This design comes from an exercise in tuning for small area, a short achievable clock period and few clock cycles on the open sky130 flow, not from production work.
At most, simulation tests tie the RTL to the original design; equivalence was not proved.
For run 3, only the layout was checked, not whether the RTL still works.
No activity file was given, so power comes from the tool's default toggle rates.

### design/flow/config.mk
export PLATFORM = sky130hd
export DESIGN_NAME = ps2_keyboard_to_hid_report
export DESIGN_NICKNAME = ps2_keyboard_to_hid_report
export VERILOG_FILES = /design/flow/design.v
export SDC_FILE = /design/flow/constraint.sdc
export NUM_CORES = 4
export LEC_CHECK = 0
export CAP_MARGIN = 20
export CORE_MARGIN = 2
export CORE_UTILIZATION = 40
export CTS_BUF_LIST = sky130_fd_sc_hd__clkbuf_4 sky130_fd_sc_hd__clkbuf_8
export CTS_CLUSTER_DIAMETER = 50
export CTS_CLUSTER_SIZE = 20
export PLACE_DENSITY = 0.6
export SETUP_SLACK_MARGIN = 5.0
export SLEW_MARGIN = 20

export BUFFER_PORTS_ARGS = -buffer_cell sky130_fd_sc_hd__buf_1
### design/flow/constraint.sdc
create_clock -name core_clock -period 8.0 [get_ports {clock}]
set_input_delay 1.6000 -clock core_clock [delete_from_list [all_inputs] [get_ports {clock}]]
set_output_delay 1.6000 -clock core_clock [all_outputs]
set_load 0.01 [all_outputs]
### design/flow/design.v
`default_nettype none
package ps2kb_pkg;
   localparam int KEY_MAP_BITS_DEF = 256;
   localparam int REPORT_SLOTS_DEF = 6;
   localparam int MAX_SLOTS        = 6;
   localparam int FIFO_DEPTH       = 2;
   localparam int RSP_DATA_W       = 64;
   localparam int RSP_ROLL_BIT     = 8 + 8 * MAX_SLOTS;
   localparam logic MODE_BYTE = 1'b0;
   localparam logic MODE_TICK = 1'b1;
   localparam logic [7:0] PRE_EXT    = 8'hE0;
   localparam logic [7:0] PRE_PAUSE  = 8'hE1;
   localparam logic [7:0] PRE_BREAK  = 8'hF0;
   localparam logic [7:0] PAUSE_HOLD = 8'h14;
   localparam logic [9:0] CODE_PAUSE    = 10'h277;
   localparam logic [9:0] CODE_APP      = 10'd303;
   localparam logic [9:0] CODE_KP_DIV   = 10'd330;
   localparam logic [9:0] CODE_KP_ENTER = 10'd346;
   localparam logic [9:0] EXT_BASE      = 10'd361;
   localparam int         NORMAL_LEN    = 132;
   localparam int         EXT_LEN       = 21;
   localparam logic [7:0] KEY_PAUSE    = 8'd72;
   localparam logic [7:0] KEY_APP      = 8'd101;
   localparam logic [7:0] KEY_KP_DIV   = 8'd84;
   localparam logic [7:0] KEY_KP_ENTER = 8'd88;
   localparam logic [9:0] TICK_MAX = 10'd1023;
   function automatic logic [7:0] normal_code(input logic [7:0] idx);
      logic [7:0] val;
      case (idx)
         8'd0: val = 8'd1;
         8'd1: val = 8'd66;
         8'd3: val = 8'd62;
         8'd4: val = 8'd60;
         8'd5: val = 8'd58;
         8'd6: val = 8'd59;
         8'd7: val = 8'd69;
         8'd9: val = 8'd67;
         8'd10: val = 8'd65;
         8'd11: val = 8'd63;
         8'd12: val = 8'd61;
         8'd13: val = 8'd43;
         8'd14: val = 8'd53;
         8'd21: val = 8'd20;
         8'd22: val = 8'd30;
         8'd26: val = 8'd29;
         8'd27: val = 8'd22;
         8'd28: val = 8'd4;
         8'd29: val = 8'd26;
         8'd30: val = 8'd31;
         8'd33: val = 8'd6;
         8'd34: val = 8'd27;
         8'd35: val = 8'd7;
         8'd36: val = 8'd8;
         8'd37: val = 8'd33;
         8'd38: val = 8'd32;
         8'd41: val = 8'd44;
         8'd42: val = 8'd25;
         8'd43: val = 8'd9;
         8'd44: val = 8'd23;
         8'd45: val = 8'd21;
         8'd46: val = 8'd34;
         8'd49: val = 8'd17;
         8'd50: val = 8'd5;
         8'd51: val = 8'd11;
         8'd52: val = 8'd10;
         8'd53: val = 8'd28;
         8'd54: val = 8'd35;
         8'd58: val = 8'd16;
         8'd59: val = 8'd13;
         8'd60: val = 8'd24;
         8'd61: val = 8'd36;
         8'd62: val = 8'd37;
         8'd65: val = 8'd54;
         8'd66: val = 8'd14;
         8'd67: val = 8'd12;
         8'd68: val = 8'd18;
         8'd69: val = 8'd39;
         8'd70: val = 8'd38;
         8'd73: val = 8'd55;
         8'd74: val = 8'd56;
         8'd75: val = 8'd15;
         8'd76: val = 8'd51;
         8'd77: val = 8'd19;
         8'd78: val = 8'd45;
         8'd82: val = 8'd52;
         8'd84: val = 8'd47;
         8'd85: val = 8'd46;
         8'd88: val = 8'd57;
         8'd90: val = 8'd40;
         8'd91: val = 8'd48;
         8'd93: val = 8'd49;
         8'd97: val = 8'd100;
         8'd102: val = 8'd42;
         8'd105: val = 8'd89;
         8'd107: val = 8'd92;
         8'd108: val = 8'd95;
         8'd112: val = 8'd98;
         8'd113: val = 8'd99;
         8'd114: val = 8'd90;
         8'd115: val = 8'd93;
         8'd116: val = 8'd94;
         8'd117: val = 8'd96;
         8'd118: val = 8'd41;
         8'd119: val = 8'd83;
         8'd120: val = 8'd68;
         8'd121: val = 8'd87;
         8'd122: val = 8'd91;
         8'd123: val = 8'd86;
         8'd124: val = 8'd85;
         8'd125: val = 8'd97;
         8'd126: val = 8'd71;
         8'd131: val = 8'd64;
         default: val = 8'd0;
      endcase
      normal_code = val;
   endfunction
   function automatic logic [7:0] ext_code(input logic [4:0] idx);
      logic [7:0] val;
      case (idx)
         5'd0: val = 8'd77;
         5'd2: val = 8'd80;
         5'd3: val = 8'd74;
         5'd7: val = 8'd73;
         5'd8: val = 8'd76;
         5'd9: val = 8'd81;
         5'd11: val = 8'd79;
         5'd12: val = 8'd82;
         5'd17: val = 8'd78;
         5'd19: val = 8'd70;
         5'd20: val = 8'd75;
         default: val = 8'd0;
      endcase
      ext_code = val;
   endfunction
   typedef struct packed {
      logic       tick;
      logic       key_make;
      logic [7:0] key;
      logic [7:0] mods;
   } cmd_type;
   function automatic logic [7:0] lookup_key(input logic [9:0] code);
      logic [7:0] key;
      logic [9:0] ext_off;
      key     = 8'd0;
      ext_off = code - EXT_BASE;
      if (code < 10'(NORMAL_LEN)) begin
         key = normal_code(code[7:0]);
      end else if (code == CODE_PAUSE) begin
         key = KEY_PAUSE;
      end else if (code == CODE_APP) begin
         key = KEY_APP;
      end else if (code == CODE_KP_DIV) begin
         key = KEY_KP_DIV;
      end else if (code == CODE_KP_ENTER) begin
         key = KEY_KP_ENTER;
      end else if (code >= EXT_BASE && code < EXT_BASE + 10'(EXT_LEN)) begin
         key = ext_code(ext_off[4:0]);
      end
      lookup_key = key;
   endfunction
   function automatic logic [7:0] modifier_mask(input logic [9:0] code);
      logic [7:0] mask;
      unique case (code)
         10'h014: mask = 8'b0000_0001;
         10'h012: mask = 8'b0000_0010;
         10'h011: mask = 8'b0000_0100;
         10'h11F: mask = 8'b0000_1000;
         10'h114: mask = 8'b0001_0000;
         10'h059: mask = 8'b0010_0000;
         10'h111: mask = 8'b0100_0000;
         10'h127: mask = 8'b1000_0000;
         default: mask = 8'b0000_0000;
      endcase
      modifier_mask = mask;
   endfunction
   function automatic logic [6:0] code_token(input logic [9:0] code);
      logic [6:0] t;
      case (code)
         10'h000: t = 7'd1;
         10'h001: t = 7'd66;
         10'h003: t = 7'd62;
         10'h004: t = 7'd60;
         10'h005: t = 7'd58;
         10'h006: t = 7'd59;
         10'h007: t = 7'd69;
         10'h009: t = 7'd67;
         10'h00a: t = 7'd65;
         10'h00b: t = 7'd63;
         10'h00c: t = 7'd61;
         10'h00d: t = 7'd43;
         10'h00e: t = 7'd53;
         10'h011: t = 7'd106;
         10'h012: t = 7'd105;
         10'h014: t = 7'd104;
         10'h015: t = 7'd20;
         10'h016: t = 7'd30;
         10'h01a: t = 7'd29;
         10'h01b: t = 7'd22;
         10'h01c: t = 7'd4;
         10'h01d: t = 7'd26;
         10'h01e: t = 7'd31;
         10'h021: t = 7'd6;
         10'h022: t = 7'd27;
         10'h023: t = 7'd7;
         10'h024: t = 7'd8;
         10'h025: t = 7'd33;
         10'h026: t = 7'd32;
         10'h029: t = 7'd44;
         10'h02a: t = 7'd25;
         10'h02b: t = 7'd9;
         10'h02c: t = 7'd23;
         10'h02d: t = 7'd21;
         10'h02e: t = 7'd34;
         10'h031: t = 7'd17;
         10'h032: t = 7'd5;
         10'h033: t = 7'd11;
         10'h034: t = 7'd10;
         10'h035: t = 7'd28;
         10'h036: t = 7'd35;
         10'h03a: t = 7'd16;
         10'h03b: t = 7'd13;
         10'h03c: t = 7'd24;
         10'h03d: t = 7'd36;
         10'h03e: t = 7'd37;
         10'h041: t = 7'd54;
         10'h042: t = 7'd14;
         10'h043: t = 7'd12;
         10'h044: t = 7'd18;
         10'h045: t = 7'd39;
         10'h046: t = 7'd38;
         10'h049: t = 7'd55;
         10'h04a: t = 7'd56;
         10'h04b: t = 7'd15;
         10'h04c: t = 7'd51;
         10'h04d: t = 7'd19;
         10'h04e: t = 7'd45;
         10'h052: t = 7'd52;
         10'h054: t = 7'd47;
         10'h055: t = 7'd46;
         10'h058: t = 7'd57;
         10'h059: t = 7'd109;
         10'h05a: t = 7'd40;
         10'h05b: t = 7'd48;
         10'h05d: t = 7'd49;
         10'h061: t = 7'd100;
         10'h066: t = 7'd42;
         10'h069: t = 7'd89;
         10'h06b: t = 7'd92;
         10'h06c: t = 7'd95;
         10'h070: t = 7'd98;
         10'h071: t = 7'd99;
         10'h072: t = 7'd90;
         10'h073: t = 7'd93;
         10'h074: t = 7'd94;
         10'h075: t = 7'd96;
         10'h076: t = 7'd41;
         10'h077: t = 7'd83;
         10'h078: t = 7'd68;
         10'h079: t = 7'd87;
         10'h07a: t = 7'd91;
         10'h07b: t = 7'd86;
         10'h07c: t = 7'd85;
         10'h07d: t = 7'd97;
         10'h07e: t = 7'd71;
         10'h083: t = 7'd64;
         10'h111: t = 7'd110;
         10'h114: t = 7'd108;
         10'h11f: t = 7'd107;
         10'h127: t = 7'd111;
         10'h12f: t = 7'd101;
         10'h14a: t = 7'd84;
         10'h15a: t = 7'd88;
         10'h169: t = 7'd77;
         10'h16b: t = 7'd80;
         10'h16c: t = 7'd74;
         10'h170: t = 7'd73;
         10'h171: t = 7'd76;
         10'h172: t = 7'd81;
         10'h174: t = 7'd79;
         10'h175: t = 7'd82;
         10'h17a: t = 7'd78;
         10'h17c: t = 7'd70;
         10'h17d: t = 7'd75;
         10'h277: t = 7'd72;
         default: t = 7'd0;
      endcase
      code_token = t;
   endfunction
endpackage
`default_nettype wire
`default_nettype none
module ps2kb_code_token(code, token);
  input [9:0] code;
  wire [9:0] code;
  output [6:0] token;
  wire [6:0] token;
  wire n0;
  wire n1;
  wire n10;
  wire n100;
  wire n101;
  wire n102;
  wire n103;
  wire n104;
  wire n105;
  wire n106;
  wire n107;
  wire n108;
  wire n109;
  wire n11;
  wire n110;
  wire n111;
  wire n112;
  wire n113;
  wire n114;
  wire n115;
  wire n116;
  wire n117;
  wire n118;
  wire n119;
  wire n12;
  wire n120;
  wire n121;
  wire n122;
  wire n123;
  wire n124;
  wire n125;
  wire n126;
  wire n127;
  wire n128;
  wire n129;
  wire n13;
  wire n130;
  wire n131;
  wire n132;
  wire n133;
  wire n134;
  wire n135;
  wire n136;
  wire n137;
  wire n138;
  wire n139;
  wire n14;
  wire n140;
  wire n141;
  wire n142;
  wire n143;
  wire n144;
  wire n145;
  wire n146;
  wire n147;
  wire n148;
  wire n149;
  wire n15;
  wire n150;
  wire n151;
  wire n152;
  wire n153;
  wire n154;
  wire n155;
  wire n156;
  wire n157;
  wire n158;
  wire n159;
  wire n16;
  wire n160;
  wire n161;
  wire n162;
  wire n163;
  wire n164;
  wire n165;
  wire n166;
  wire n167;
  wire n168;
  wire n169;
  wire n17;
  wire n170;
  wire n171;
  wire n172;
  wire n173;
  wire n174;
  wire n175;
  wire n176;
  wire n177;
  wire n178;
  wire n179;
  wire n18;
  wire n180;
  wire n181;
  wire n182;
  wire n183;
  wire n184;
  wire n185;
  wire n186;
  wire n187;
  wire n188;
  wire n189;
  wire n19;
  wire n190;
  wire n191;
  wire n192;
  wire n193;
  wire n194;
  wire n195;
  wire n196;
  wire n197;
  wire n198;
  wire n199;
  wire n2;
  wire n20;
  wire n200;
  wire n201;
  wire n202;
  wire n203;
  wire n204;
  wire n205;
  wire n206;
  wire n207;
  wire n208;
  wire n209;
  wire n21;
  wire n210;
  wire n211;
  wire n212;
  wire n213;
  wire n214;
  wire n215;
  wire n216;
  wire n217;
  wire n218;
  wire n219;
  wire n22;
  wire n220;
  wire n221;
  wire n222;
  wire n223;
  wire n224;
  wire n225;
  wire n226;
  wire n227;
  wire n228;
  wire n229;
  wire n23;
  wire n230;
  wire n231;
  wire n232;
  wire n233;
  wire n234;
  wire n235;
  wire n236;
  wire n237;
  wire n238;
  wire n239;
  wire n24;
  wire n240;
  wire n241;
  wire n242;
  wire n243;
  wire n244;
  wire n245;
  wire n246;
  wire n247;
  wire n248;
  wire n249;
  wire n25;
  wire n250;
  wire n251;
  wire n252;
  wire n253;
  wire n254;
  wire n255;
  wire n256;
  wire n257;
  wire n258;
  wire n259;
  wire n26;
  wire n260;
  wire n261;
  wire n262;
  wire n263;
  wire n264;
  wire n265;
  wire n266;
  wire n267;
  wire n268;
  wire n269;
  wire n27;
  wire n270;
  wire n271;
  wire n272;
  wire n273;
  wire n274;
  wire n275;
  wire n276;
  wire n277;
  wire n278;
  wire n279;
  wire n28;
  wire n280;
  wire n281;
  wire n282;
  wire n283;
  wire n284;
  wire n285;
  wire n286;
  wire n287;
  wire n288;
  wire n289;
  wire n29;
  wire n290;
  wire n291;
  wire n292;
  wire n293;
  wire n294;
  wire n295;
  wire n296;
  wire n297;
  wire n298;
  wire n299;
  wire n3;
  wire n30;
  wire n300;
  wire n301;
  wire n302;
  wire n303;
  wire n304;
  wire n305;
  wire n306;
  wire n307;
  wire n308;
  wire n309;
  wire n31;
  wire n310;
  wire n311;
  wire n312;
  wire n313;
  wire n32;
  wire n33;
  wire n34;
  wire n35;
  wire n36;
  wire n37;
  wire n38;
  wire n39;
  wire n4;
  wire n40;
  wire n41;
  wire n42;
  wire n43;
  wire n44;
  wire n45;
  wire n46;
  wire n47;
  wire n48;
  wire n49;
  wire n5;
  wire n50;
  wire n51;
  wire n52;
  wire n53;
  wire n54;
  wire n55;
  wire n56;
  wire n57;
  wire n58;
  wire n59;
  wire n6;
  wire n60;
  wire n61;
  wire n62;
  wire n63;
  wire n64;
  wire n65;
  wire n66;
  wire n67;
  wire n68;
  wire n69;
  wire n7;
  wire n70;
  wire n71;
  wire n72;
  wire n73;
  wire n74;
  wire n75;
  wire n76;
  wire n77;
  wire n78;
  wire n79;
  wire n8;
  wire n80;
  wire n81;
  wire n82;
  wire n83;
  wire n84;
  wire n85;
  wire n86;
  wire n87;
  wire n88;
  wire n89;
  wire n9;
  wire n90;
  wire n91;
  wire n92;
  wire n93;
  wire n94;
  wire n95;
  wire n96;
  wire n97;
  wire n98;
  wire n99;
  assign n296 = ~code[4];
  assign n295 = code[9] | code[7];
  assign n294 = code[5] & ~(n295);
  assign n293 = code[2] & code[1];
  assign n292 = n294 ? n296 : n293;
  assign n291 = code[1] | ~(code[2]);
  assign n290 = ~(code[6] & code[3]);
  assign n289 = ~(n290 | n291);
  assign n288 = n289 & ~(code[0]);
  assign n287 = code[3] & code[1];
  assign n286 = ~n287;
  assign n285 = code[1] & ~(code[0]);
  assign n284 = n285 | code[8];
  assign n283 = n286 & ~(n284);
  assign n282 = code[7] | ~(code[5]);
  assign n281 = ~(code[6] & code[4]);
  assign n280 = n281 | n282;
  assign n279 = code[1] & ~(code[2]);
  assign n278 = code[6] | code[4];
  assign n277 = n279 & ~(n278);
  assign n276 = code[5] | ~(code[7]);
  assign n275 = n277 & ~(n276);
  assign n274 = n280 & ~(n275);
  assign n273 = n283 & ~(n274);
  assign n272 = ~(n273 | n288);
  assign n271 = n292 & ~(n272);
  assign n270 = ~code[8];
  assign n269 = n281 | n270;
  assign n268 = n294 & ~(n269);
  assign n267 = n268 | n271;
  assign n266 = n294 & ~(code[8]);
  assign n265 = code[0] & code[1];
  assign n264 = code[3] & code[2];
  assign n263 = ~(n264 | n265);
  assign n262 = code[3] & ~(code[1]);
  assign n261 = n263 & ~(n262);
  assign n260 = ~(code[2] | code[0]);
  assign n259 = n260 & n287;
  assign n258 = n291 & ~(n259);
  assign n257 = n266 ? n261 : n258;
  assign n256 = n267 & ~(n257);
  assign n255 = n295 | code[5];
  assign n254 = n270 & ~(n255);
  assign n253 = n254 & ~(code[6]);
  assign n252 = n253 & ~(n296);
  assign n251 = n252 & n285;
  assign n250 = n281 | ~(n254);
  assign n249 = ~(n250 | n264);
  assign n248 = n249 | n251;
  assign n247 = ~code[2];
  assign n246 = code[1] & ~(n253);
  assign n245 = n246 | n247;
  assign n244 = n248 & ~(n245);
  assign n243 = code[8] & ~(code[6]);
  assign n242 = ~n243;
  assign n241 = code[4] & ~(n255);
  assign n240 = n241 & ~(n242);
  assign n239 = n278 | ~(n266);
  assign n238 = code[6] & ~(code[4]);
  assign n237 = n238 & n254;
  assign n236 = n237 | ~(n239);
  assign n235 = n236 | n240;
  assign n234 = ~code[6];
  assign n233 = code[0] & ~(code[2]);
  assign n232 = n233 & ~(code[3]);
  assign n231 = n234 & ~(n232);
  assign n230 = ~n233;
  assign n229 = code[0] & ~(code[1]);
  assign n228 = ~(n229 | n285);
  assign n227 = code[3] ? n230 : n228;
  assign n226 = n227 | n231;
  assign n225 = n235 & ~(n226);
  assign n224 = n225 | n244;
  assign n223 = n224 | n256;
  assign n222 = ~code[0];
  assign n221 = n264 & ~(n239);
  assign n220 = code[2] & ~(code[3]);
  assign n219 = code[6] | ~(code[4]);
  assign n218 = n266 & ~(n219);
  assign n217 = n218 | n237;
  assign n216 = ~(n217 & n220);
  assign n215 = n216 & ~(n221);
  assign n214 = n222 & ~(n215);
  assign n213 = n266 & ~(code[3]);
  assign n212 = ~(n285 & n247);
  assign n211 = n212 | n281;
  assign n210 = ~(n285 & code[2]);
  assign n209 = n238 & ~(n210);
  assign n208 = code[6] | ~(code[0]);
  assign n207 = n279 & ~(n208);
  assign n206 = n207 | n277;
  assign n205 = n206 | n209;
  assign n204 = n211 & ~(n205);
  assign n203 = n213 & ~(n204);
  assign n202 = code[2] & code[0];
  assign n201 = ~(n202 & n287);
  assign n200 = n240 & ~(n201);
  assign n199 = ~(code[3] | code[1]);
  assign n198 = ~(n199 | n287);
  assign n197 = n266 & ~(n198);
  assign n196 = n222 & ~(n294);
  assign n195 = n202 | n281;
  assign n194 = ~(n195 | n196);
  assign n193 = n194 & n197;
  assign n192 = n247 & ~(n198);
  assign n191 = ~code[1];
  assign n190 = code[4] & ~(n264);
  assign n189 = n191 & ~(n190);
  assign n188 = n189 | n192;
  assign n187 = n208 | ~(n254);
  assign n186 = n188 & ~(n187);
  assign n185 = n186 | n193;
  assign n184 = n185 | n200;
  assign n183 = n184 | n203;
  assign n182 = n254 & ~(code[4]);
  assign n181 = n182 & n289;
  assign n180 = n233 & ~(code[1]);
  assign n179 = ~(n180 | n259);
  assign n178 = n220 & n265;
  assign n177 = n178 | ~(n179);
  assign n176 = n281 | ~(n266);
  assign n175 = n176 | n199;
  assign n174 = n177 & ~(n175);
  assign n173 = n174 | n181;
  assign n172 = ~code[3];
  assign n171 = n210 & ~(n207);
  assign n170 = n182 & ~(n171);
  assign n169 = n294 & ~(code[4]);
  assign n168 = ~(n293 & code[0]);
  assign n167 = n168 | n242;
  assign n166 = n169 & ~(n167);
  assign n165 = ~(n166 | n170);
  assign n164 = n172 & ~(n165);
  assign n163 = n164 | n173;
  assign n162 = n163 | n183;
  assign n161 = n162 | n214;
  assign token[1] = n161 | n223;
  assign n160 = code[3] & ~(code[0]);
  assign n159 = n268 & ~(n160);
  assign n158 = ~(code[3] | code[2]);
  assign n157 = ~(n158 | n264);
  assign n156 = n157 & n229;
  assign n155 = n156 | code[1];
  assign n154 = n159 & ~(n155);
  assign n153 = ~(n154 | n271);
  assign n152 = n251 & ~(n220);
  assign n151 = ~(n152 | n200);
  assign n150 = ~(n151 | n160);
  assign n149 = n202 | n260;
  assign n148 = n199 & ~(code[6]);
  assign n147 = n149 | ~(n148);
  assign n146 = n241 & ~(n147);
  assign n145 = n146 | n150;
  assign n144 = n145 | ~(n153);
  assign n143 = n197 & n238;
  assign n142 = n153 & ~(n143);
  assign n141 = n233 & ~(n142);
  assign n140 = ~(n254 & n262);
  assign n139 = ~(n140 & n257);
  assign n138 = n222 ? n293 : n158;
  assign n137 = ~(n138 | n289);
  assign n136 = n137 | n296;
  assign n135 = n277 | n288;
  assign n134 = n136 & ~(n135);
  assign n133 = n266 & ~(n134);
  assign n132 = code[4] | code[0];
  assign n131 = n133 & ~(n132);
  assign n130 = code[3] | code[0];
  assign n129 = n240 & ~(n130);
  assign n128 = ~(n129 | n194);
  assign n127 = n128 & ~(n131);
  assign n126 = n139 & ~(n127);
  assign n125 = n126 | n141;
  assign n124 = n169 & ~(n230);
  assign n123 = n124 & ~(n290);
  assign n122 = n176 & ~(n123);
  assign n121 = n247 & ~(n122);
  assign n120 = n273 & ~(code[9]);
  assign n119 = n295 | code[2];
  assign n118 = n243 | ~(n287);
  assign n117 = n118 | n119;
  assign n116 = n117 | n254;
  assign n115 = n196 & ~(n116);
  assign n114 = ~(n202 & n191);
  assign n113 = n114 & ~(n279);
  assign n112 = n113 | ~(n263);
  assign n111 = n159 & ~(n112);
  assign n110 = ~(n111 | n115);
  assign n109 = n254 & ~(n278);
  assign n108 = n109 & n177;
  assign n107 = ~(n108 | n166);
  assign n106 = ~(n107 & n110);
  assign n105 = n106 | n120;
  assign n104 = n105 | n121;
  assign n103 = n104 | n125;
  assign token[6] = n103 | n144;
  assign n102 = ~(code[3] & code[0]);
  assign n101 = n130 & n102;
  assign n100 = n101 | ~(n268);
  assign n99 = token[6] & ~(n100);
  assign n98 = n101 | n250;
  assign n97 = n98 | n158;
  assign n96 = code[0] ? n172 : n157;
  assign n95 = n109 & ~(n96);
  assign n94 = n95 | n123;
  assign n93 = n97 & ~(n94);
  assign n92 = n191 & ~(n93);
  assign n91 = n236 & ~(n114);
  assign n90 = ~(n157 & code[1]);
  assign n89 = n109 & ~(n90);
  assign n88 = n89 | n91;
  assign n87 = ~(n88 | n133);
  assign n86 = ~(n87 & n151);
  assign n85 = n86 | n92;
  assign n84 = n182 | code[1];
  assign n83 = n84 | ~(n176);
  assign n82 = n83 & ~(n202);
  assign n81 = n96 | ~(n218);
  assign n80 = n82 & ~(n81);
  assign n79 = n149 | n286;
  assign n78 = n182 & ~(n79);
  assign n77 = n78 | n166;
  assign n76 = n77 | n80;
  assign n75 = ~(n249 & n160);
  assign n74 = n237 & ~(n102);
  assign n73 = n74 | n221;
  assign n72 = n75 & ~(n73);
  assign n71 = n191 & ~(n72);
  assign n70 = n71 | n173;
  assign n69 = n70 | n76;
  assign n68 = n69 | n85;
  assign token[0] = n68 | n99;
  assign n67 = n291 | ~(n101);
  assign n66 = n252 & ~(n67);
  assign n65 = n218 & ~(n114);
  assign n64 = n65 | n66;
  assign n63 = n296 & ~(n110);
  assign n62 = n63 | n64;
  assign n61 = n62 | n224;
  assign n60 = n92 & ~(n270);
  assign n59 = n60 | n76;
  assign n58 = n252 & ~(n172);
  assign n57 = n245 & ~(n58);
  assign n56 = n82 & ~(n57);
  assign n55 = n56 & ~(n296);
  assign n54 = n230 | ~(n236);
  assign n53 = n260 | ~(n228);
  assign n52 = n109 & ~(n53);
  assign n51 = n254 & ~(n211);
  assign n50 = n51 | n221;
  assign n49 = n50 | n52;
  assign n48 = n54 & ~(n49);
  assign n47 = n286 & ~(n48);
  assign n46 = n47 | n55;
  assign n45 = n46 | n59;
  assign n44 = n45 | n61;
  assign token[2] = n44 | n125;
  assign n43 = ~(n156 | n288);
  assign n42 = n236 & ~(n43);
  assign n41 = ~(n158 & n191);
  assign n40 = n132 & ~(n41);
  assign n39 = code[4] & ~(n114);
  assign n38 = n290 & ~(n210);
  assign n37 = n38 | n39;
  assign n36 = n37 | n40;
  assign n35 = n148 | ~(n266);
  assign n34 = n36 & ~(n35);
  assign n33 = ~(n34 | n42);
  assign n32 = ~(n33 & n165);
  assign n31 = ~(n109 & code[2]);
  assign n30 = n31 & ~(n249);
  assign n29 = n139 & ~(n30);
  assign n28 = n237 & ~(n179);
  assign n27 = ~(n98 | n113);
  assign n26 = n27 | n28;
  assign n25 = n26 | n29;
  assign n24 = n25 | n32;
  assign token[5] = n24 | n145;
  assign n23 = n26 | n56;
  assign n22 = n121 & ~(n191);
  assign n21 = ~(n179 | n262);
  assign n20 = n67 & ~(n21);
  assign n19 = n218 & ~(n20);
  assign n18 = ~(n39 & n253);
  assign n17 = ~(n18 & n110);
  assign n16 = n17 | n19;
  assign n15 = n16 | n22;
  assign n14 = n15 | n23;
  assign n13 = ~(n220 | n265);
  assign n12 = n13 | n293;
  assign n11 = n109 & ~(n12);
  assign n10 = n123 & ~(code[8]);
  assign n9 = n10 | n11;
  assign n8 = n9 | n131;
  assign n7 = n8 | n70;
  assign token[4] = n7 | n14;
  assign n6 = ~(n266 & n191);
  assign n5 = n6 | ~(n33);
  assign n4 = ~(n5 & n165);
  assign n3 = n238 | ~(n220);
  assign n2 = n4 & ~(n3);
  assign n1 = n16 | n124;
  assign n0 = n243 | ~(n262);
  assign n313 = n1 & ~(n0);
  assign n312 = n313 | n2;
  assign n311 = ~(code[4] | code[2]);
  assign n310 = n213 & ~(n311);
  assign n309 = n310 | n182;
  assign n308 = n220 & ~(n266);
  assign n307 = ~(code[6] & code[1]);
  assign n306 = n307 | n202;
  assign n305 = n306 | n308;
  assign n304 = n309 & ~(n305);
  assign n303 = n218 | ~(n116);
  assign n302 = n303 & ~(n204);
  assign n301 = n302 | n251;
  assign n300 = n301 | n29;
  assign n299 = n300 | n304;
  assign n298 = n299 | n8;
  assign n297 = n298 | n144;
  assign token[3] = n297 | n312;
endmodule
`default_nettype wire
`default_nettype none
module ps2_keyboard_to_hid_report #(
   parameter int KEY_MAP_BITS = ps2kb_pkg::KEY_MAP_BITS_DEF,
   parameter int REPORT_SLOTS = ps2kb_pkg::REPORT_SLOTS_DEF
) (
   input  wire logic                          clock,
   input  wire logic                          reset,
   input  wire logic                          req_tvalid,
   output logic                               req_tready,
   input  wire logic                          req_tuser,   
   input  wire logic [7:0]                    req_tdata,   
   output logic                               rsp_tvalid,
   input  wire logic                          rsp_tready,
   output logic [ps2kb_pkg::RSP_DATA_W-1:0]   rsp_tdata,
   input  wire logic                          csr_valid,
   output logic                               csr_ready,
   input  wire logic [9:0]                    csr_data     
);
   localparam int NS = 6;   
   localparam logic [127:0] KEYS = 128'h0000003ffffffffffffbfffffffffff2;
   localparam logic [6:0]   KEY_TOP = 7'd101;   
   assign csr_ready = 1'b1;
   logic busy_ff;                       
   logic e_go;                          
   logic p_scan;                        
   logic       a_valid_ff, s_valid_ff, rdy_ff;
   logic [8:0] a_item_ff, s_item_ff;    
   logic       a_take;                  
   logic       acc;
   assign req_tready = rdy_ff;
   assign acc        = req_tvalid && rdy_ff;
   always_ff @(posedge clock) begin
      if (reset) begin
         a_valid_ff <= 1'b0;
         s_valid_ff <= 1'b0;
         rdy_ff     <= 1'b0;
      end else begin
         if (!a_valid_ff || a_take) begin
            a_valid_ff <= s_valid_ff || acc;
            s_valid_ff <= 1'b0;
            rdy_ff     <= 1'b1;
         end else if (acc) begin
            s_valid_ff <= 1'b1;
            rdy_ff     <= 1'b0;
         end else begin
            rdy_ff     <= !s_valid_ff;
         end
      end
   end
   always_ff @(posedge clock) begin
      if (!a_valid_ff || a_take) begin
         a_item_ff <= s_valid_ff ? s_item_ff : {req_tuser, req_tdata};
      end
      if (!s_valid_ff) begin
         s_item_ff <= {req_tuser, req_tdata};
      end
   end
   logic       e0_ff, e1_ff, rel_ff;
   logic       b_valid_ff, b_tick_ff, b_brk_ff;
   logic [6:0] b_key_ff;
   logic       b_load;                  
   logic       m_load;                  
   logic [7:0] d_byte;
   logic [6:0] d_key;
   logic       d_pre_e0, d_pre_e1, d_drop, d_pre_f0, d_done;
   assign a_take   = a_valid_ff && b_load;
   assign d_byte   = a_item_ff[7:0];
   ps2kb_code_token u_token (
      .code  ({e1_ff, e0_ff, d_byte}),
      .token (d_key)
   );
   assign d_pre_e0 = !e1_ff && d_byte == ps2kb_pkg::PRE_EXT;
   assign d_pre_e1 = !e1_ff && d_byte == ps2kb_pkg::PRE_PAUSE;
   assign d_drop   = e1_ff && d_byte == ps2kb_pkg::PAUSE_HOLD;
   assign d_pre_f0 = d_byte == ps2kb_pkg::PRE_BREAK;
   assign d_done   = !(d_pre_e0 || d_pre_e1 || d_drop || d_pre_f0);
   always_ff @(posedge clock) begin
      if (reset) begin
         e0_ff  <= 1'b0;
         e1_ff  <= 1'b0;
         rel_ff <= 1'b0;
      end else if (a_take && !a_item_ff[8]) begin
         if (d_pre_e0) begin
            e0_ff <= 1'b1;
         end else if (d_pre_e1) begin
            e1_ff <= 1'b1;
         end else if (d_drop) begin
         end else if (d_pre_f0) begin
            rel_ff <= 1'b1;
         end else begin
            e0_ff  <= 1'b0;
            e1_ff  <= 1'b0;
            rel_ff <= 1'b0;
         end
      end
   end
   assign b_load = !b_valid_ff || m_load;
   always_ff @(posedge clock) begin
      if (reset) begin
         b_valid_ff <= 1'b0;
      end else if (b_load) begin
         b_valid_ff <= a_valid_ff && (a_item_ff[8] || d_done);
      end
   end
   always_ff @(posedge clock) begin
      if (b_load) begin
         b_tick_ff <= a_item_ff[8];
         b_brk_ff  <= rel_ff;
         b_key_ff  <= d_key;
      end
   end
   logic [127:0] map_ff;
   logic [9:0]   rem_ff;                
   logic         m_valid_ff, m_tick_ff, m_brk_ff, m_member_ff;
   logic [6:0]   m_key_ff;
   logic [6:0]   km;                    
   logic         e_wr;                  
   logic         m_member;
   assign m_load   = !busy_ff && (!m_valid_ff || (e_go && !p_scan));
   assign km       = busy_ff ? rem_ff[6:0] : b_key_ff;
   assign m_member = (e_wr && m_key_ff == km) ? !m_brk_ff : map_ff[km];
   always_ff @(posedge clock) begin
      if (reset) begin
         m_valid_ff <= 1'b0;
      end else if (busy_ff) begin
         m_valid_ff <= rem_ff[6:0] != 7'd0 && !scan_end;
      end else if (m_load) begin
         m_valid_ff <= b_valid_ff;
      end else if (e_go) begin
         m_valid_ff <= 1'b0;
      end
   end
   always_ff @(posedge clock) begin
      if (busy_ff || m_load) begin
         m_tick_ff   <= !busy_ff && b_tick_ff;
         m_brk_ff    <= b_brk_ff;
         m_key_ff    <= km;
         m_member_ff <= m_member;
      end
   end
   logic [7:0]         mods_ff;
   logic [NS-1:0][6:0] slot_ff;
   logic               over_ff;         
   logic [6:0]         cnt_ff;          
   logic [9:0]         idle_ff;
   logic               rsp_valid_ff;
   logic [6:0]         k;
   logic [NS-1:0]      lt;
   logic               is_mod, is_key, chg, scan_end;
   logic               e_ok;            
   logic               p_ins, p_del, p_roll, p_rep;   
   logic               s_ins;           
   logic               do_scan, do_roll, do_rep;
   assign rsp_tvalid = rsp_valid_ff;
   always_comb begin
      rsp_tdata        = '0;
      rsp_tdata[7:0]   = mods_ff;
      for (int s = 0; s < NS; s++) begin
         rsp_tdata[8 + 8 * s +: 7] = slot_ff[s];
      end
      rsp_tdata[ps2kb_pkg::RSP_ROLL_BIT] = over_ff;
   end
   assign e_ok     = m_valid_ff && !busy_ff;
   assign e_go     = e_ok && (!rsp_valid_ff || rsp_tready);
   assign k        = m_key_ff;
   assign is_mod   = !m_tick_ff && k[6:3] == 4'b1101;
   assign is_key   = !m_tick_ff && k[6:3] != 4'b1101 && k != 7'd0;
   assign e_wr     = e_go && is_key;
   assign chg      = m_member_ff == m_brk_ff;   
   assign scan_end = busy_ff && m_valid_ff && m_member_ff && slot_ff[NS-2] != 7'd0;
   localparam logic [6:0] CNT_0 = 7'b0000001;
   localparam logic [6:0] CNT_6 = 7'b1000001;
   localparam logic [6:0] CNT_7 = 7'b0000011;
   always_comb begin
      for (int s = 0; s < NS; s++) begin
         lt[s] = slot_ff[s] != 7'd0 && slot_ff[s] < k;
      end
   end
   always_comb begin
      p_ins  = 1'b0;
      p_del  = 1'b0;
      p_roll = 1'b0;
      p_scan = 1'b0;
      p_rep  = 1'b0;
      if (!busy_ff) begin
         if (m_tick_ff) begin
            p_rep = idle_ff != 10'd0 && rem_ff == 10'd1;
         end else begin
            if (is_key && chg) begin
               if (!m_brk_ff) begin
                  p_roll = !over_ff && cnt_ff == CNT_6;
                  p_ins  = !over_ff && cnt_ff != CNT_6;
               end else begin
                  p_scan = over_ff && cnt_ff == CNT_7;
                  p_del  = !over_ff;
               end
            end
            p_rep = !p_scan;
         end
      end
   end
   assign s_ins   = busy_ff && m_valid_ff && m_member_ff;
   assign do_scan = e_go && p_scan;
   assign do_roll = e_go && p_roll;
   assign do_rep  = scan_end || (e_go && p_rep);
   logic [7:0]  map_row;
   logic [15:0] map_col;
   logic        map_v;
   assign map_v  = !m_brk_ff && !reset;
   always_comb begin
      for (int j = 0; j < 8; j++) map_row[j] = reset || (e_wr && k[6:4] == 3'(j));
      for (int m = 0; m < 16; m++) map_col[m] = reset || k[3:0] == 4'(m);
   end
   for (genvar i = 0; i < 128; i++) begin : g_map
      if (KEYS[i]) begin : g_bit
         always_ff @(posedge clock) begin
            if (map_row[i / 16] && map_col[i % 16]) begin
               map_ff[i] <= map_v;
            end
         end
      end else begin : g_none
         assign map_ff[i] = 1'b0;
      end
   end
   for (genvar s = 0; s < NS; s++) begin : g_slot
      logic       pos, en;
      logic [6:0] lower, upper, shifted, d;
      assign pos     = !lt[s] && (s == 0 || lt[s == 0 ? 0 : s-1]);
      assign lower   = (s == 0) ? 7'd0 : slot_ff[s == 0 ? 0 : s-1];
      assign upper   = (s == NS - 1) ? 7'd0 : slot_ff[s == NS - 1 ? 0 : s+1];
      assign shifted = p_del ? upper : (pos ? k : lower);
      assign en      = reset || (s_ins && !lt[s])
                       || (e_go && (p_scan || p_roll || ((p_ins || p_del) && !lt[s])));
      assign d       = (reset || p_scan) ? 7'd0 : p_roll ? 7'd1 : shifted;
      always_ff @(posedge clock) begin
         if (en) begin
            slot_ff[s] <= d;
         end
      end
   end
   always_ff @(posedge clock) begin
      if (reset) begin
         mods_ff      <= 8'd0;
         over_ff      <= 1'b0;
         cnt_ff       <= CNT_0;
         idle_ff      <= 10'd0;
         rem_ff       <= 10'd0;
         busy_ff      <= 1'b0;
         rsp_valid_ff <= 1'b0;
      end else begin
         if (csr_valid) begin
            idle_ff <= csr_data;
         end
         if (do_rep) begin
            rsp_valid_ff <= 1'b1;
         end else if (rsp_tready) begin
            rsp_valid_ff <= 1'b0;
         end
         if (e_go && is_mod) begin
            mods_ff[k[2:0]] <= !m_brk_ff;
         end
         if (e_wr && chg) begin
            cnt_ff <= m_brk_ff ? {cnt_ff[0] ^ cnt_ff[6], cnt_ff[6:1]}
                               : {cnt_ff[5:0], cnt_ff[6] ^ cnt_ff[5]};
         end
         if (do_roll) begin
            over_ff <= 1'b1;
         end
         if (do_scan) begin
            over_ff <= 1'b0;
            busy_ff <= 1'b1;
         end
         if (scan_end) begin
            busy_ff <= 1'b0;
         end
         if (csr_valid) begin
            rem_ff <= csr_data;
         end else if (do_scan) begin
            rem_ff <= {3'b000, KEY_TOP};
         end else if (do_rep) begin
            rem_ff <= idle_ff;
         end else if (busy_ff || (e_go && m_tick_ff)) begin
            rem_ff <= rem_ff - 10'd1;
         end
      end
   end
endmodule
`default_nettype wire
### design/flow/flow/run.sh
#!/bin/bash
# The standard layout (the standard.sh, all steps), with one change to how it is made:
# the buffers that placement puts on every input and output port are buf_1 cells instead of
# the cell buffer_ports picks by default (a slow clkdlybuf4s50_1).
set -euo pipefail
printf '\nexport BUFFER_PORTS_ARGS = -buffer_cell sky130_fd_sc_hd__buf_1\n' >> config.mk
bash standard.sh > standard.log 2>&1
### design/flow/standard.sh
#!/bin/bash
# synth_recipe.tcl (not shown) runs the flow's synth.tcl, then flattens the netlist and writes it again
# the make line also repeats each setting of config.mk as NAME=value (left out here)
make -C /OpenROAD-flow-scripts/flow DESIGN_CONFIG=/design/flow/config.mk WORK_HOME=/design/flow/orfs CLKGATE_MAP_FILE= SYNTH_SCRIPT=/design/flow/synth_recipe.tcl "${@:-finish}"
==> results.cfg, run 1 <==
[run_status]
status = no timing/DRC/antenna violations

[clock_tree]
cts_buffers = 27
clkTransAtPathRegs_ns = 0.09
cts_tree = built
clk_path_buf_depth = 3
htreeDepth = 1
clkSinkCount = 223
clock_latency_ns = 0.62
root_buffer = clkbuf_8

[floorplanning]
ioPinCount = 91
die_area_um2 = 34000
die_h_um = 184
die_w_um = 184
rows = 66
initial_core_util = 0.403
design.core.area_um2 = 32300

[timing]
hold_viol = 0
finClkSkew_ns = 0.0740
grt_setup_unrepaired = yes
drv_slew = 0
tns_ns = 0
min_period_over_period = 0.373
hold_ws_ns = 0.427
timing.final.ws_setup_ns = 5.02
fmax_mhz = 335
finalSetupViolations = 0
fin_crit_ns = 2.98
slew_headroom = 0.434
worst_pin_slew_ns = 0.845

[routing]
drt-pass1-iter-count = 5
via_count = 10400
viasPerCell = 5.72
drt-initial-drc-count = 1070
drtAntennaViolNets = 0
wl_mm = 37.4
wl_per_cell_um = 20.5
drc = 0

[synthesis]
ys_types = 89
async_flop_share = 0
yosys.cell_count.top_type = nor2_1
synth_area_leaders = edfxtp_1 (39%), dfxtp_1 (8.5%), mux2i_1 (6.9%), ha_1 (5.8%), nor2_1 (5.7%)
synth_largest_area_cell = edfxtp_1
yosysSeqAreaShare = 0.472
synth-edff-count = 168
yosys.area.top_type_share = 0.388
synth_cells = 1277
synth-seq-cells = 223
synth_warnings = 30
synthFlopType = edfxtp_1
syn_area_um2 = 13000
syn_avg_cell_area_um2 = 10.2
netlist_top_cells_count = nor2_1 (196), edfxtp_1 (168), mux2i_1 (90), nand2_1 (90), a21oi_1 (89)

[final_layout]
antenna_cells = 0
areaGrowthSynthToFinish_pct = 13.4
multiInputGateArea_um2 = 6560
fill_cells = 3068
drive_above_1_share = 0.144
regArea_um2 = 6150
layout.nets = 1446

[worst_setup_path]
crit_fanout = 11
cp.arrival_ns = 3.24
crit_type = reg2reg
crit_family = compound AO/OA/AOI/OAI gates
path_buf_inv = 1
critPathSlowestCell = edfxtp_1
crit_chain = buf_4, and3_1, a31oi_4, o211ai_4, or3_1, nand2b_1, o21a_1, o21ai_2
worstSetupStartpointType = flop
crit_required_ns = 8.26
cp-end-kind = flop
slowest_delay_ns = 0.51

[min_path]
worstHoldPathType = reg2reg

[placement]
dp_hpwl_mm = 25.5
dp_worst_setup_slack_ns = 3.90
gp_congestion = 0.930
port_buffers = 76

[run]
cap_violations = 0

[power_and_ir_drop]
power.density_nw_per_um2 = 212
p_leak_uw = 0.00541
peakVddDrop_mv = 0.121

[grt]
grt_overflow_total = 0
antenna_found_initial = 0
grt_first_pass_wirelength_mm = 58.3
grt_pass1_vias = 10200
grt_usage = 0.219
grt_max_degree = 99
## worst register-to-register path: stages, from the launching register on
cell	delay, ns
edfxtp_1	0.51
buf_4	0.25
and3_1	0.23
a31oi_4	0.21
o211ai_4	0.12
or3_1	0.37
nand2b_1	0.18
o21a_1	0.31
o21ai_2	0.46
## state kept, by name (all words and copies together), names as in the netlist, 7 cells and up
| name | flops |
|---|---|
| b_key_ff | 7 |
| mods_ff | 8 |
| rem_ff | 10 |
| m_key_ff | 7 |
| idle_ff | 10 |
| slot_ff | 42 |
| map_ff | 98 |
| s_item_ff | 9 |
| a_item_ff | 9 |
| cnt_ff | 7 |
## cell families (layout without fill, tap and decap cells)
family | count (synthesis) | count (layout) | synth area share
compound gates | 306 | 306 | 0.159
fa+ha+maj | 60 | 60 | 0.0577
flops | 223 | 223 | 0.472
buf+inv | 113 | 206 | 0.0445
xor+xnor | 16 | 16 | 0.0113
mux | 112 | 112 | 0.0935
simple gates | 445 | 446 | 0.161
other cells | 2 | 14 | 0.000577
## where the power goes
group	internal (µW)	switching [µW]	total, µW
logic	284	464	748
registers	1340	76.2	1420
clock network	479	482	961
total	2110	1020	3130
## stage by stage
step / std cells / power, µW / cell area (µm²) / utilization
floorplan: 1289 / 1930 / 13100 / -
global placement: 1734 / 2120 / 13600 / 0.420
detailed placement: 1734 / 2120 / 13600 / 0.420
CTS: 1811 / 3110 / 14500 / 0.450
global route: 1825 / 3270 / 14800 / 0.457
finish: 1825 / 3130 / 14800 / 0.457
## final timing paths
path / endpoint / slack, ns / cells past startpoint / start
setup / recovery: slot_ff[35] / 5.02 / 8 / m_key_ff[6]
hold / removal: m_brk_ff / 0.43 / 0 / b_brk_ff
setup reg to reg: slot_ff[35] / 5.02 / 8 / m_key_ff[6]
hold reg to reg: m_brk_ff / 0.43 / 0 / b_brk_ff
## per-layer routing
layer	vias to the layer above	track usage	wire, µm
li1	4909	-	-
met1	5031	0.287	15800
met2	408	0.376	18300
met3	86	0.0227	2140
met4	0	0.0790	1180
met5	-	0	0
## layout by cell type, fill, tap and decap left out, drive strengths merged, types with 13 or more instances in the layout
cell type | Yosys | layout
a31oi | 24 | 24
a211oi | 23 | 23
dfxtp | 55 | 55
xnor2 | 13 | 13
buf | 52 | 127
nor3 | 26 | 27
o21ai | 64 | 64
a21oi | 89 | 89
mux2 | 16 | 16
mux2i | 94 | 94
clkbuf | 33 | 29
inv | 28 | 29
nand3 | 31 | 31
nor4 | 21 | 21
nor2 | 200 | 200
nand2b | 16 | 16
edfxtp | 168 | 168
o22ai | 15 | 15
nand2 | 94 | 94
conb | 2 | 14
ha | 60 | 60
## layout make-up
cell class	instances	share of cell area
Clock buffer	28	0.0257
Clock inverter	22	0.0185
Inverter	28	0.00916
Multi-Input combinational cell	954	0.444
Sequential cell	223	0.417
Tap cell	442	0.0375
Timing Repair Buffer	128	0.0481
## timing repair
| item | 4_1_cts | 5_1_grt |
|---|---|---|
| pin swaps | 3 | 3 |
| cloned | 1 | 0 |
| buffers inserted | 26 | 14 |
| setup endpoints to repair | 166 | 117 |
| hold buffers | 0 | 0 |
| resized for setup | 25 | 24 |
Testbench counts, summed over its fixed seeds: cycles 6,924.
==> run 2: changes to the inputs <==
==> design/flow/flow/run.sh (replaced) <==
#!/bin/bash
set -euo pipefail
printf '\nexport BUFFER_PORTS_ARGS = -buffer_cell sky130_fd_sc_hd__buf_2\nexport SETUP_SLACK_MARGIN = 5.15\n' >> config.mk
bash standard.sh > standard.log 2>&1
--- a/design/flow/config.mk
+++ b/design/flow/config.mk
@@ -12,7 +12,7 @@
 export CTS_CLUSTER_DIAMETER = 50
 export CTS_CLUSTER_SIZE = 20
 export PLACE_DENSITY = 0.6
-export SETUP_SLACK_MARGIN = 5.0
 export SLEW_MARGIN = 20
 
-export BUFFER_PORTS_ARGS = -buffer_cell sky130_fd_sc_hd__buf_1
+export BUFFER_PORTS_ARGS = -buffer_cell sky130_fd_sc_hd__buf_2
+export SETUP_SLACK_MARGIN = 5.15
==> run 2 against run 1 <==
Against the previous run: sequential share of layout area fell by 1.7 points; sequential power barely moved; total power rose by 2.2%; design area rose by 4.4%; non-clock buffer count rose by 57; first-iteration DRC count fell by 7.7%; utilization rose by 2.0 points; critical path depth did not move; largest power group unchanged.
==> results.cfg, run 2 <==
[final_layout]
antenna_cells = 0
final_common_cell = nor2_1
multiInputGateArea_um2 = 6640
largest_reg_flops = 98
drive_above_1_share = 0.240
final_cell_mix = nor2_1 (193), edfxtp_1 (168), buf_4 (101), mux2i_1 (90), nand2_1 (89)
fill_cells = 3002
regArea_um2 = 6150
layout.nets = 1503
areaGrowthSynthToFinish_pct = 18.4
regMostFlops = map_ff
reg_top3 = map_ff x98, slot_ff x42
postLayoutCoreUtil = 0.477
final_cell_area_um2 = 15400

[floorplanning]
die_h_um = 184
rows = 66
die_area_um2 = 34000
die_w_um = 184
initial_core_util = 0.403
ioPinCount = 91
design.core.area_um2 = 32300

[power_and_ir_drop]
p_leak_uw = 0.00595
switching_share = 0.334
peakVddDrop_mv = 0.160
p_int_uw = 2130
power_frac_clock = 0.294
power.switching_uw = 1070
power.density_nw_per_um2 = 208
seqPwrFrac = 0.437
pwr-share-comb = 0.269

[worst_setup_path]
reg2reg_from = a_item_ff[6]
r2r_end = b_key_ff[0]
crit_type = reg2reg
cp-end-kind = flop
crit_fanout = 6
cp.arrival_ns = 3.17
worstSetupStartpointType = flop
reg2reg_depth = 8
crit_required_ns = 8.30
reg2reg_slack_ns = 5.14

[min_path]
holdPathStages = 0
worstHoldPathType = reg2reg
hold_start = rel_ff
min_to = b_brk_ff

[synthesis]
synth-edff-count = 168
syn_avg_cell_area_um2 = 10.2
synth-seq-cells = 223
yosys.area.top_type_share = 0.388
async_flop_share = 0
synth_cells = 1277
synth_warnings = 30
synthFlopType = edfxtp_1
ys_types = 89
yosysSeqAreaShare = 0.472
synth-adder-area-share = 0.0577
synth_simple_gate_area_share = 0.161
netlist_top_cells_count = nor2_1 (196), edfxtp_1 (168), mux2i_1 (90), nand2_1 (90), a21oi_1 (89)
synth_largest_area_cell = edfxtp_1
synth_mux_area_frac = 0.0935
synth_top_family_by_area = simple AND/OR/NAND/NOR gates
synth-compound-area-share = 0.159
synth_area_leaders = edfxtp_1 (39%), dfxtp_1 (8.5%), mux2i_1 (6.9%), ha_1 (5.8%), nor2_1 (5.7%)
synth-xor-area-share = 0.0113
syn_area_um2 = 13000
yosys.cell_count.top_type = nor2_1

[run_status]
status = no timing/DRC/antenna violations

[grt]
grt_overflow_total = 0
antenna_found_initial = 0
grt_pass1_vias = 10400
grt_usage = 0.222
grt_first_pass_wirelength_mm = 59.3
grt_max_degree = 99

[clock_tree]
clock_latency_ns = 0.61
clkSinkCount = 223
clk_path_buf_depth = 3
root_buffer = clkbuf_8
cts_buffers = 26
htreeDepth = 1
holdBufCountCts = 0
cts_tree = built
clkTransAtPathRegs_ns = 0.09

[timing]
finClkSkew_ns = 0.0668
fmax_mhz = 349
tns_ns = 0
min_period_over_period = 0.358
drv_slew = 0
hold_viol = 0
hold_ws_ns = 0.461
worst_pin_slew_ns = 0.959
fin_crit_ns = 2.86
slew_headroom = 0.356
grt_setup_unrepaired = yes
finalSetupViolations = 0

[routing]
via_count = 10800
viasPerCell = 5.76
drtAntennaViolNets = 0
drc = 0
wl_per_cell_um = 20.4
drt-initial-drc-count = 988
wl_mm = 38.4
drt-pass1-iter-count = 6

[run]
cap_violations = 0

[placement]
dp_hpwl_mm = 25.0
gp_congestion = 0.979
post_dp_cell_area_um2 = 13700
port_buffers = 76
==> run 2: cell counts after synthesis <==
Identical to the previous run, type by type.
==> run 2: cells by family after synthesis <==
family / Yosys count
compound gates: 306
xor+xnor: 16
fa+ha+maj: 60
buf+inv: 113
flops: 223
mux: 112
other cells: 2
simple gates: 445
==> run 2: final cells by class <==
class / instances / share of cell area
clock inverter: 22 / 0.0175
inverter: 28 / 0.0106
sequential: 223 / 0.399
multi-input combinational: 954 / 0.431
timing repair buffer: 185 / 0.0816
timing repair inverter: 1 / 0.000569
clock buffer: 26 / 0.0232
tap: 442 / 0.0359
==> run 2: worst max-delay path by stage <==
stage	start	endpoint	slack [ns]	depth (start not counted)
2_1_floorplan	reset	map_ff[100]	4.63	5
3_3_place_gp	m_key_ff[0]	slot_ff[5]	4.04	9
3_5_place_dp	m_key_ff[0]	slot_ff[5]	3.94	9
4_1_cts	m_key_ff[5]	slot_ff[7]	5.09	8
5_1_grt	a_item_ff[6]	b_key_ff[0]	5.04	8
6_report	a_item_ff[6]	b_key_ff[0]	5.14	8
==> run 2: what timing repair did <==
item | 4_1_cts | 5_1_grt
setup buffers | 71 | 24
resized for setup | 46 | 28
setup endpoints to repair | 230 | 84
pin swaps | 5 | 7
gates cloned | 1 | 1
==> run 2: power groups by stage <==
| stage | clock, µW | sequential (µW) | combinational, µW |
|---|---|---|---|
| after global placement | 0 | 1460 | 664 |
| after detailed placement | 0 | 1460 | 671 |
| after CTS | 967 | 1400 | 808 |
| after global routing | 1010 | 1400 | 932 |
| after floorplan | 0 | 1430 | 509 |
| final | 941 | 1400 | 861 |
==> run 2: metrics by stage <==
| stage | cells | power [µW] | setup slack, ns |
|---|---|---|---|
| 6_report | 1881 | 3200 | 5.14 |
| 4_1_cts | 1856 | 3170 | 5.09 |
| 5_1_grt | 1881 | 3340 | 5.04 |
| 3_3_place_gp | 1736 | 2130 | 4.04 |
| 3_5_place_dp | 1736 | 2130 | 3.94 |
| 2_1_floorplan | 1289 | 1940 | 4.63 |
==> run 2: routing by layer <==
metal  vias up  wire length (µm)  GRT usage
met2       506             18500      0.378
met1      5183             15900      0.284
met4         0              1250     0.0810
met3       100              2770     0.0368
li1       5048                 -          -
met5         -                 0          0
==> run 2: critical path: stages, from the launching register on <==
cell and delay [ns]:
edfxtp_1 0.55, inv_1 0.29, nand2_1 0.11, and3_1 0.25, a32oi_2 0.28, o31ai_1 0.15, a2111oi_2 0.37, nand4_1 0.19
a2111o_1 0.41
==> run 3: changes to the inputs <==
--- a/design/flow/design.v
+++ b/design/flow/design.v
@@ -951,7 +951,6 @@
 );
    localparam int NS = 6;   
    localparam logic [127:0] KEYS = 128'h0000003ffffffffffffbfffffffffff2;
-   localparam logic [6:0]   KEY_TOP = 7'd101;   
    assign csr_ready = 1'b1;
    logic busy_ff;                       
    logic e_go;                          
@@ -1043,20 +1042,20 @@
       end
    end
    logic [127:0] map_ff;
-   logic [9:0]   rem_ff;                
+   logic [9:0]   ticks_ff;              
    logic         m_valid_ff, m_tick_ff, m_brk_ff, m_member_ff;
    logic [6:0]   m_key_ff;
    logic [6:0]   km;                    
    logic         e_wr;                  
    logic         m_member;
    assign m_load   = !busy_ff && (!m_valid_ff || (e_go && !p_scan));
-   assign km       = busy_ff ? rem_ff[6:0] : b_key_ff;
+   assign km       = busy_ff ? ticks_ff[6:0] : b_key_ff;
    assign m_member = (e_wr && m_key_ff == km) ? !m_brk_ff : map_ff[km];
    always_ff @(posedge clock) begin
       if (reset) begin
          m_valid_ff <= 1'b0;
       end else if (busy_ff) begin
-         m_valid_ff <= rem_ff[6:0] != 7'd0 && !scan_end;
+         m_valid_ff <= !scan_end;
       end else if (m_load) begin
          m_valid_ff <= b_valid_ff;
       end else if (e_go) begin
@@ -1117,7 +1116,7 @@
       p_rep  = 1'b0;
       if (!busy_ff) begin
          if (m_tick_ff) begin
-            p_rep = idle_ff != 10'd0 && rem_ff == 10'd1;
+            p_rep = idle_ff != 10'd0 && ticks_ff + 10'd1 == idle_ff;
          end else begin
             if (is_key && chg) begin
                if (!m_brk_ff) begin
@@ -1177,7 +1176,7 @@
          over_ff      <= 1'b0;
          cnt_ff       <= CNT_0;
          idle_ff      <= 10'd0;
-         rem_ff       <= 10'd0;
+         ticks_ff     <= 10'd0;
          busy_ff      <= 1'b0;
          rsp_valid_ff <= 1'b0;
       end else begin
@@ -1206,14 +1205,10 @@
          if (scan_end) begin
             busy_ff <= 1'b0;
          end
-         if (csr_valid) begin
-            rem_ff <= csr_data;
-         end else if (do_scan) begin
-            rem_ff <= {3'b000, KEY_TOP};
-         end else if (do_rep) begin
-            rem_ff <= idle_ff;
+         if (do_scan || do_rep) begin
+            ticks_ff <= 10'd0;
          end else if (busy_ff || (e_go && m_tick_ff)) begin
-            rem_ff <= rem_ff - 10'd1;
+            ticks_ff <= ticks_ff + 10'd1;
          end
       end
    end
==> design/flow/flow/run.sh (replaced) <==
#!/bin/bash
# The standard layout (the standard.sh, all steps), with one change to how it is made:
# the buffers that placement puts on every input and output port are buf_2 cells instead of
# the cell buffer_ports picks by default (a slow clkdlybuf4s50_1).
set -euo pipefail
printf '\nexport BUFFER_PORTS_ARGS = -buffer_cell sky130_fd_sc_hd__buf_2\n' >> config.mk
bash standard.sh > standard.log 2>&1
--- a/design/flow/config.mk
+++ b/design/flow/config.mk
@@ -12,7 +12,7 @@
 export CTS_CLUSTER_DIAMETER = 50
 export CTS_CLUSTER_SIZE = 20
 export PLACE_DENSITY = 0.6
+export SETUP_SLACK_MARGIN = 5.0
 export SLEW_MARGIN = 20
 
 export BUFFER_PORTS_ARGS = -buffer_cell sky130_fd_sc_hd__buf_2
-export SETUP_SLACK_MARGIN = 5.15
==> run 3 against run 2 <==
Against the previous run: still clean on timing, DRC and antenna; die area down 2.3%; critical path depth up 2; wire length decreased by 1.9%; combinational power shrank 19%; hold slack got worse by 0.0073 ns; clock skew down 0.041 ns; total power decreased by 1.9%; critical endpoint is now mods_ff[7]; largest power group unchanged.
==> results.cfg, run 3 <==
[run_status]
status = no timing/DRC/antenna violations

[final_layout]
regArea_um2 = 6150
largest_reg_flops = 98
final_cell_area_um2 = 14700
fill_cells = 3014
reg_top3 = map_ff x98, slot_ff x42
fin_cells = 1813
final_cell_mix = nor2_1 (186), edfxtp_1 (168), nand2_1 (127), a21oi_1 (82), buf_2 (76)
drive_above_1_share = 0.180
areaGrowthSynthToFinish_pct = 15.6
regMostFlops = map_ff
multiInputGateArea_um2 = 6350
final_common_cell = nor2_1
layout.nets = 1470
antenna_cells = 0

[clock_tree]
clock_latency_ns = 0.59
htreeDepth = 1
clkSinkCount = 223
cts_tree = built
root_buffer = clkbuf_8
clk_path_buf_depth = 3
clkTransAtPathRegs_ns = 0.08
cts_buffers = 30

[worst_setup_path]
crit_chain = buf_2, nor2b_4, or3b_4, nor2_4, nand2_2, nor3_4, buf_6, nand3_4, or4_1, a21oi_1
cp.depth = 10
crit_family = simple AND/OR/NAND/NOR gates
crit_required_ns = 8.52
slowest_delay_ns = 0.44
reg2reg_depth = 8
cp.arrival_ns = 3.47
crit_type = in2reg
worstSetupStartpointType = input port
critPathSlowestCell = or3b_4
cp-end-kind = flop
crit_fanout = 5
path_buf_inv = 2

[grt]
grt_first_pass_wirelength_mm = 58.0
grt_max_degree = 99
grt_pass1_vias = 10100
grt_overflow_total = 0
antenna_found_initial = 0
grt_usage = 0.221

[synthesis]
synth-seq-cells = 223
ys_types = 76
yosysSeqAreaShare = 0.484
syn_avg_cell_area_um2 = 9.79
synth_cells = 1299
synth-edff-count = 168
yosys.area.top_type_share = 0.397
netlist_top_cells_count = nor2_1 (192), edfxtp_1 (168), nand2_1 (132)
synth_largest_area_cell = edfxtp_1
yosys.cell_count.top_type = nor2_1
async_flop_share = 0
synthFlopType = edfxtp_1
synth_warnings = 30
syn_area_um2 = 12700
synth_area_leaders = edfxtp_1 (40%), dfxtp_1 (8.7%), ha_1 (5.8%), nor2_1 (5.7%), mux2i_1 (5.0%)

[placement]
post_dp_cell_area_um2 = 13500
port_buffers = 76
placed_cells = 1724
gp_congestion = 0.936
dp_hpwl_mm = 25.3

[power_and_ir_drop]
power.density_nw_per_um2 = 214
p_leak_uw = 0.00567
peakVddDrop_mv = 0.137

[routing]
drc = 0
drt-pass1-iter-count = 6
wl_per_cell_um = 20.8
drt-initial-drc-count = 930
drtAntennaViolNets = 0
via_count = 10600
wl_mm = 37.7
viasPerCell = 5.85

[timing]
min_period_over_period = 0.368
drv_slew = 0
finalSetupViolations = 0
tns_ns = 0
grt_setup_unrepaired = yes
finClkSkew_ns = 0.0262
worst_pin_slew_ns = 1.13
fmax_mhz = 340
hold_viol = 0
slew_headroom = 0.248
fin_crit_ns = 2.94

[floorplanning]
die_w_um = 182
rows = 65
initial_core_util = 0.405
ioPinCount = 91
die_area_um2 = 33200
design.core.area_um2 = 31400
die_h_um = 182

[run]
cap_violations = 0

[min_path]
holdPathStages = 0
worstHoldPathType = reg2reg
==> run 3: changes by cell type after synthesis, moves of 6 or more <==
| cell | before | now |
|---|---|---|
| a31oi_1 | 21 | 28 |
| buf_4 | 24 | 16 |
| xnor2_1 | 12 | 25 |
| o21ai_1 | 25 | 41 |
| mux2i_1 | 90 | 63 |
| clkbuf_1 | 33 | 43 |
| a21oi_1 | 89 | 83 |
| xor2_1 | 3 | 10 |
| o22ai_1 | 15 | 7 |
| nand2_1 | 90 | 132 |
| nor2b_1 | 7 | 13 |
| a211oi_2 | 6 | 0 |
| nand3_1 | 31 | 41 |
| o31ai_1 | 10 | 3 |
==> run 3: metrics by stage <==
stage / utilization / total power, µW / worst slack, ns / hold slack (ns)
finish: 0.468 / 3140 / 5.06 / 0.454
floorplan: - / 1860 / 4.67 / 0.400
global placement: 0.428 / 2050 / 4.05 / 0.422
CTS: 0.460 / 3120 / 4.94 / 0.450
detailed placement: 0.429 / 2060 / 3.90 / 0.431
global route: 0.468 / 3270 / 4.96 / 0.462
==> run 3: power by group <==
part | total [µW] | internal [µW] | switching, µW
registers | 1400 | 1340 | 65.1
clock network | 1040 | 519 | 517
logic | 700 | 259 | 441
==> run 3: worst paths after layout <==
kind	from	end	slack (ns)
worst max register to register	m_key_ff[6]	slot_ff[7]	5.06
worst max-delay path	rsp_tready	mods_ff[7]	5.06
worst min register to register	b_brk_ff	m_brk_ff	0.45
worst min-delay path	b_brk_ff	m_brk_ff	0.45
==> run 3: what timing repair did <==
action / in CTS / in global routing
gates resized for setup: 28 / 24
hold buffers: 0 / 0
pin swaps: 2 / 5
buffers inserted: 18 / 14
endpoints found under the hold margin: 0 / 0
gates cloned: 0 / 1
setup endpoints to repair: 112 / 100
==> run 3: layout make-up <==
type | count | share of cell area
multi-input cells | 972 | 0.432
well taps | 402 | 0.0342
repair buffers | 125 | 0.0552
inverters | 35 | 0.0102
clock buffers | 30 | 0.0281
clock inverters | 26 | 0.0215
flip-flops and latches | 223 | 0.419
==> run 3: worst register-to-register path: cells and delay by family (launching register included) <==
family,cells,cell delay (ns)
buf+inv,2,0.49
mux,1,0.34
flops,1,0.33
compound gates,3,0.89
simple gates,1,0.28
fa+ha+maj,1,0.37
==> run 3: routing by layer <==
metal / GRT usage / part of all wire / up-vias
li1: - / - / 4938
met1: 0.290 / 0.42 / 5157
met2: 0.378 / 0.48 / 417
met3: 0.0251 / 0.063 / 103
met4: 0.0800 / 0.033 / 0
met5: 0 / 0 / -
==> run 3: cells by family (layout without fill, tap and decap cells) <==
kind of cell,Yosys count,after routing,share of synthesized area
flops,223,223,0.484
buf+inv,116,216,0.0418
compound gates,289,289,0.143
mux,83,83,0.0713
fa+ha+maj,59,59,0.0581
simple gates,492,492,0.177
xor+xnor,35,35,0.0241
other cells,2,14,0.000591

-- re-timing with driven ports --
In the flow no input, the clock included, has a driving cell. The finished layouts below were timed again as built, in two steps.
Step 1 assumes that a clkbuf_16 drives the clock port and a buf_2 every other input.
Step 2, shift: input delay + t, output delay - t, t = (earliest + latest rising clock arrival at the registers) / 2. This alone moves slack from input paths to output paths.
Three values: ideal ports, drivers, drivers and shift; two values: the first two.
run	shift t [ns]	setup slack, ns	clock arrival spread, ns	cell pins on the clock port's net
run 1	0.621	5.018 / 5.018 / 4.642	0.081 / 0.082	1
run 2	0.623	5.136 / 5.105 / 4.650	0.067 / 0.067	1
run 3	0.621	5.057 / 5.039 / 4.459	0.032 / 0.031	1
After both steps every run listed still meets setup and hold. For run 3, which loses most, drivers alone change the setup slack by -0.018 ns; drivers and shift together by -0.598 ns.
